Source: an optimization exercise on an open RTL-to-GDS flow (aim: small area, a short achievable clock period and few clock cycles per item). Production flows keep margins and buffers that such runs may drop. In this exercise RTL edits were held to simulation tests only and were not proved equivalent to the original. Power is estimated from default activity; no workload was simulated.

## main
## strided_index_generator_top
module strided_index_generator_top (
  input  logic                            clk,
  input  logic                            rst_n,
  input  logic                            cfg_we,
  input  logic [sig_pkg::CFG_IDX_W-1:0]   cfg_index,
  input  logic [sig_pkg::CFG_W-1:0]       cfg_wdata,
  input  logic                            in_valid,
  output logic                            in_stall,
  input  logic                            in_restart,
  output logic                            out_valid,
  input  logic                            out_stall,
  output logic [sig_pkg::LIN_W-1:0]       out_linear_index,
  output logic [sig_pkg::OFF_W-1:0]       out_source_offset,
  output logic                            out_last
);
  logic [15:0] size_r   [4];
  logic [31:0] stride_r [4];
  logic [15:0] cur_r [4];
  logic [3:0]  ae_r;
  logic [3:0]  e_r;       
  logic        last_r;    
  logic [63:0] lin_r;
  ...
Settings: LEC_CHECK=0, ABC_CLOCK_PERIOD_IN_PS=3000, CAP_MARGIN=20, CORE_MARGIN=2, CORE_UTILIZATION=60, CTS_CLUSTER_DIAMETER=80, CTS_CLUSTER_SIZE=25, SETUP_SLACK_MARGIN=5.0, SLEW_MARGIN=20; clock period 8.0 ns.
standard.sh (not shown) runs the stock make flow with config.mk's settings and CLKGATE_MAP_FILE= SYNTH_SCRIPT=/design/flow/synth_recipe.tcl, a recipe that flattens the netlist after the stock synthesis.
==> flow/flow/run.sh <==
#!/bin/bash
export BUFFER_PORTS_ARGS="-buffer_cell sky130_fd_sc_hd__buf_2"
bash standard.sh MATCH_CELL_FOOTPRINT=0 finish > standard.log 2>&1
Testbench counts of main, summed over its fixed seeds: cycles 69,002, items 65,802.
For the feature branch, these inputs were changed with respect to main:
--- a/flow/design.v
+++ b/flow/design.v
@@ -238,34 +238,39 @@
       c_hold[d] = !gen || (!restart && !cr[d]);
       cur_d[d]  = ({16{c_inc[d]}} & cur_inc[d]) | ({16{c_hold[d]}} & cur_r[d]);
     end
     l_inc  = gen && !restart;
     l_hold = !gen;
     lin_d  = restart ? '0 : lin_r + 64'd1;
   end
   always_ff @(posedge clk) begin
     for (int d = 0; d < 4; d++) cur_r[d] <= cur_d[d];
     if (gen) lin_r <= lin_d;
   end
-  logic [49:0] b_d;
-  logic [3:0]  b_en;
+  logic [3:0]  b_ld, b_hold;
+  logic [49:0] b_nx [4];
   always_comb begin
-    b_d = (restart && !busy_r) ? '0 : sum;
-    for (int d = 0; d < 4; d++)
-      b_en[d] = (gen && (restart || cr[d])) || (rb_store && dim_r == 2'(d));
+    for (int d = 0; d < 4; d++) begin
+      b_ld[d]   = (gen && !restart && cr[d]) || (rb_store && dim_r == 2'(d));
+      b_hold[d] = !(gen && (restart || cr[d])) && !(rb_store && dim_r == 2'(d));
+    end
+    b_nx[0] = 50'(({48{b_ld[0]}} & sum[47:0]) | ({48{b_hold[0]}} & b0_r));
+    b_nx[1] = 50'(({49{b_ld[1]}} & sum[48:0]) | ({49{b_hold[1]}} & b1_r));
+    b_nx[2] = ({50{b_ld[2]}} & sum) | ({50{b_hold[2]}} & b2_r);
+    b_nx[3] = ({50{b_ld[3]}} & sum) | ({50{b_hold[3]}} & b3_r);
   end
   always_ff @(posedge clk) begin
-    if (b_en[0]) b0_r <= b_d[47:0];
-    if (b_en[1]) b1_r <= b_d[48:0];
-    if (b_en[2]) b2_r <= b_d;
-    if (b_en[3]) b3_r <= b_d;
+    b0_r <= b_nx[0][47:0];
+    b1_r <= b_nx[1][48:0];
+    b2_r <= b_nx[2];
+    b3_r <= b_nx[3];
   end
   logic [6:0]  asel;      
   logic [3:0]  ysel;      
   logic [49:0] a_d;
   logic [31:0] y_d;
   always_comb begin
     asel = 7'b0000000;
     ysel = 4'b0000;
     if (busy_r) begin
       if (rb_init) begin
         ysel = 4'b0001;
Notes after the runs:
Going from main to the feature branch, sequential share of layout area went down, total number of nets in the final design went up, achievable frequency went up, critical path depth went up, overall routed net length went down. Maximum cell stage delay along the critical path: the feature branch < main. [the feature branch] area overhead of the layout relative to synthesis fell 1.3 points relative to main. Share of power burned in combinational logic for the feature branch: 0.8 points down relative to main. [the feature branch vs main] post-route cell area: lower in the feature branch.
Testbench counts of the feature branch, summed over its fixed seeds: cycles 69,002, items 65,802.

## what the ideal ports hide
In the flow no input, the clock included, has a driving cell. The finished layouts below were timed again as built, in two steps. Step 1 (the two cells are an assumption about what drives the block):
set clk [get_ports {clk}]
set_driving_cell -lib_cell sky130_fd_sc_hd__clkbuf_16 $clk
set_driving_cell -lib_cell sky130_fd_sc_hd__buf_2 [delete_from_list [all_inputs] $clk]
Step 2 moves the port delays by t, midway between the first and last clock arrival at a register: inputs arrive t later, outputs are due t later. That takes back most of the time a late clock gives input paths. Slacks: ideal ports / drivers / drivers and shift; pairs: ideal ports / drivers.
run | t, ns | setup slack, ns | worst hold slack (ns) | latest minus earliest clock arrival (ns) | cell pins on the clock port's net
main | 0.647 | 4.947 / 4.947 / 4.376 | 0.439 / 0.439 / 0.439 | 0.027 / 0.027 | 1
the feature branch | 0.651 | 4.999 / 5.000 / 4.349 | 0.460 / 0.460 / 0.460 | 0.042 / 0.043 | 1
After both steps every run listed still meets setup and hold. The setup slack of the feature branch, which loses most, moves by +0.001 ns with the drivers and by -0.650 ns with both steps.
